From an optimization exercise on the open Yosys and OpenROAD flow, aimed at small area; shortcuts taken in it are not production practice.
Function was checked by simulation only, so behaviour that the tests miss may differ from the original.
Power is estimated from default activity; no workload was simulated. No driver is modelled on the clock port, so clocking that relies on it looks cheaper here than on a real chip.

before:
Design aftabExecute, start of the top module:
module aftabExecute (
    input  logic        clk,
    input  logic        reset,
    input  logic        ldIR,
    input  logic        writeRegFile,
    input  logic        selImm,
    input  logic        addSubBar,
    input  logic        compareSigned,
    input  logic [31:0] instrIn,
    input  logic [1:0]  immSel,
    input  logic [1:0]  selLogic,
    input  logic [1:0]  selShift,
    input  logic [1:0]  resultSel,
    output logic [31:0] writeData,
    output logic        lt,
    output logic        eq,
    output logic        gt
);
Size: ~2900 cells after synthesis, about 0.045 sq mm of cells after synthesis.
Settings: LEC_CHECK=0, CAP_MARGIN=20, CORE_MARGIN=2, CORE_UTILIZATION=55, PLACE_DENSITY=0.7, SLEW_MARGIN=20, SYNTH_HIERARCHICAL=1; clock period 12.0 ns.
standard.sh (not shown) runs the stock make flow with config.mk's settings and CLKGATE_MAP_FILE= SYNTH_SCRIPT=/design/flow/synth_recipe.tcl, a recipe that flattens the netlist after the stock synthesis.
==> flow/flow/run.sh <==
#!/bin/bash
# The standard layout (standard.sh: the standard flow's synthesis and ORFS steps), with two changes:
# the port buffers are buf_1 cells instead of delay cells, and clock tree synthesis
# uses larger sink clusters and inserts no dummy loads.
set -euo pipefail
bash standard.sh \
  "BUFFER_PORTS_ARGS=-buffer_cell sky130_fd_sc_hd__buf_1" \
  "CTS_ARGS=-sink_clustering_enable -repair_clock_nets -dont_use_dummy_load -sink_clustering_size 30 -sink_clustering_max_diameter 100 -buf_list {sky130_fd_sc_hd__clkbuf_8 sky130_fd_sc_hd__clkbuf_16}" \
  finish > standard.log 2>&1
before: no failed stages, no open violations at the end
Changes in after relative to before:
diff --git a/flow/flow/run.sh b/flow/flow/run.sh
--- a/flow/flow/run.sh
+++ b/flow/flow/run.sh
@@ -3 +3 @@
-# the port buffers are buf_1 cells instead of delay cells, and clock tree synthesis
+# the port buffers are buf_2 cells instead of delay cells, and clock tree synthesis
@@ -7 +7 @@
-  "BUFFER_PORTS_ARGS=-buffer_cell sky130_fd_sc_hd__buf_1" \
+  "BUFFER_PORTS_ARGS=-buffer_cell sky130_fd_sc_hd__buf_2" \
Notes after the runs:
Every run (before and after) finished clean.
Of before and after, the lower met2 layer wire length in the routed design belongs to after.
Looking at before and after, the clock-cell share of area is a wash.
The share of cell area taken by multi-input logic gates on after is in line with that on before.
after vs. before: sum of net half-perimeters after detailed placement lost about 0.65%; fraction of met1 tracks used by global routing picked up an extra 0.23 points; footprint of the multi-input gates neither gained nor lost much.
Per the comparison of after with before, number of clock buffer instances in the layout rose 1; worst setup slack rose 99 ps; wire length rose 1300 um; count of non-CTS buffers in the layout rose 2.
Of the two candidates, before has the better post-layout instance area and after the worse one.

========
aftabExecute, a different RTL version from the one above (not shown whole).
Size in the first run: about 2,800 cells after synthesis, roughly 1,000 flip-flops, about 82 I/O pins.
export LEC_CHECK = 0
export CAP_MARGIN = 20
export CORE_MARGIN = 2
export CORE_UTILIZATION = 55
export CTS_BUF_LIST = sky130_fd_sc_hd__clkbuf_8 sky130_fd_sc_hd__clkbuf_16
export CTS_CLUSTER_DIAMETER = 100
export CTS_CLUSTER_SIZE = 30
export PLACE_DENSITY = 0.7
export SLEW_MARGIN = 20
export SYNTH_HIERARCHICAL = 1
create_clock -name core_clock -period 12.0 [get_ports {clk}]
==> flow/flow/run.sh <==
#!/bin/bash
# The standard layout (standard.sh: the standard flow's synthesis and ORFS steps), with two changes:
# the port buffers are buf_1 cells instead of delay cells, and clock tree synthesis
# uses larger sink clusters and inserts no dummy loads.
set -euo pipefail
bash standard.sh \
  "BUFFER_PORTS_ARGS=-buffer_cell sky130_fd_sc_hd__buf_1" \
  "CTS_ARGS=-sink_clustering_enable -repair_clock_nets -dont_use_dummy_load -sink_clustering_size 30 -sink_clustering_max_diameter 100 -buf_list {sky130_fd_sc_hd__clkbuf_8 sky130_fd_sc_hd__clkbuf_16}" \
  finish > standard.log 2>&1
Rerun with:
==> flow/flow/run.sh (replaced) <==
#!/bin/bash
# The standard layout (standard.sh: the standard flow's synthesis and ORFS steps), with two changes:
# the port buffers are buf_2 cells instead of delay cells, and clock tree synthesis
# uses larger sink clusters and inserts no dummy loads.
set -euo pipefail
bash standard.sh \
  "BUFFER_PORTS_ARGS=-buffer_cell sky130_fd_sc_hd__buf_2" \
  "CTS_ARGS=-sink_clustering_enable -repair_clock_nets -dont_use_dummy_load -sink_clustering_size 30 -sink_clustering_max_diameter 100 -buf_list {sky130_fd_sc_hd__clkbuf_8 sky130_fd_sc_hd__clkbuf_16}" \
  finish > standard.log 2>&1
Result: The new run passed the timing, design-rule and antenna checks. Worst setup slack improves by 0.15 ns. Worst hold slack degrades by 0.025 ns. Fmax grows by 1.3%. Design area is about the same. Synthesized cell count does not change. Sequential share of layout area shrinks by 0.18 points. Die area is unchanged. Global-route usage grows by 0.33 points. Routed wire length grows by 0.85%. Synthesized area stays the same. Power grows by 0.36%.

========
aftabExecute, a different RTL version from the one above (not shown whole).
For scale: about 2900 cells after synthesis, ~82 I/O pins, roughly 45000 um^2 of cells after synthesis.
==> flow/config.mk <==
export PLATFORM = sky130hd
export DESIGN_NAME = aftabExecute
export DESIGN_NICKNAME = aftabExecute
export VERILOG_FILES = /design/flow/design.v
export SDC_FILE = /design/flow/constraint.sdc
export NUM_CORES = 4
export LEC_CHECK = 0
export CAP_MARGIN = 20
export CORE_MARGIN = 2
export CORE_UTILIZATION = 55
export CTS_BUF_LIST = sky130_fd_sc_hd__clkbuf_8 sky130_fd_sc_hd__clkbuf_16
export CTS_CLUSTER_DIAMETER = 100
export CTS_CLUSTER_SIZE = 30
export PLACE_DENSITY = 0.7
export SETUP_SLACK_MARGIN = 0.25
export SLEW_MARGIN = 20
export SYNTH_HIERARCHICAL = 1
==> flow/constraint.sdc <==
create_clock -name core_clock -period 12.0 [get_ports {clk}]
set_input_delay 2.4000 -clock core_clock [delete_from_list [all_inputs] [get_ports {clk}]]
set_output_delay 2.4000 -clock core_clock [all_outputs]
set_load 0.01 [all_outputs]
run.sh (not shown) runs the stock make flow with config.mk's settings and CLKGATE_MAP_FILE= SYNTH_SCRIPT=/design/flow/synth_recipe.tcl, a recipe that flattens the netlist after the stock synthesis.
Stock flow here: none of the scripts above is used.
==> next run, changes <==
==> flow/flow/run.sh (new file) <==
#!/bin/bash
# The standard layout (standard.sh: the standard flow's synthesis and ORFS steps), with two changes:
# the port buffers are buf_2 cells instead of delay cells, and clock tree synthesis
# uses larger sink clusters and inserts no dummy loads.
set -euo pipefail
bash standard.sh \
  "BUFFER_PORTS_ARGS=-buffer_cell sky130_fd_sc_hd__buf_2" \
  "CTS_ARGS=-sink_clustering_enable -repair_clock_nets -dont_use_dummy_load -sink_clustering_size 25 -sink_clustering_max_diameter 90 -buf_list {sky130_fd_sc_hd__clkbuf_8 sky130_fd_sc_hd__clkbuf_16}" \
  finish > standard.log 2>&1
==> flow/standard.sh (new file) <==
#!/bin/bash
# synth_recipe.tcl (not shown) runs the flow's synth.tcl, then flattens the netlist and writes it again
# the make line also repeats each setting of config.mk as NAME=value (left out here)
make -C /OpenROAD-flow-scripts/flow DESIGN_CONFIG=/design/flow/config.mk WORK_HOME=/design/flow/orfs CLKGATE_MAP_FILE= SYNTH_SCRIPT=/design/flow/synth_recipe.tcl "${@:-finish}"
- CTS_BUF_LIST: sky130_fd_sc_hd__clkbuf_8 sky130_fd_sc_hd__clkbuf_16 -> default
- CTS_CLUSTER_DIAMETER: 100 -> default
- CTS_CLUSTER_SIZE: 30 -> default
- SETUP_SLACK_MARGIN: 0.25 -> 0.2
removed: flow/run.sh
Outcome:
- synthesized area does not change
- fmax rises by 0.79%
- combinational power rises by about 1%
- utilization falls by 0.69 points
- worst setup slack gains 90 ps
- die area stays the same

port drivers added, routing unchanged:
No port has a modelled driver above. Below, the same layouts with a new extraction and two added sets of constraints.
Step 1 (the two cells are an assumption about what drives the block):
set clk [get_ports {clk}]
set_driving_cell -lib_cell sky130_fd_sc_hd__clkbuf_16 $clk
set_driving_cell -lib_cell sky130_fd_sc_hd__buf_2 [delete_from_list [all_inputs] $clk]
Step 2 times the ports against the registers' clock, not the clock port: input delays grow and output delays shrink by t, the midpoint of the rising clock arrivals with the driver on.
Slacks: ideal / step 1 / step 2; pairs: ideal / step 1.
| run | t (ns) | setup slack, ns | clock arrival spread, ns |
|---|---|---|---|
| before | 0.659 | 0.365 / 0.293 / 0.435 | 0.103 / 0.103 |
| after | 0.680 | 0.463 / 0.391 / 0.638 | 0.116 / 0.115 |
| the first run of note 2 | 0.677 | 0.452 / 0.383 / 0.711 | 0.139 / 0.139 |
| the second run of note 2 | 0.682 | 0.605 / 0.533 / 1.195 | 0.130 / 0.130 |
| the first run of note 3 | 0.691 | 0.422 / 0.396 / 0.396 | 0.068 / 0.067 |
| the second run of note 3 | 0.712 | 0.513 / 0.441 / 0.582 | 0.100 / 0.101 |
After both steps every run listed still meets setup and hold. The setup slack of the first run of note 3, which loses most, moves by -0.026 ns with the drivers and by -0.026 ns with both steps.
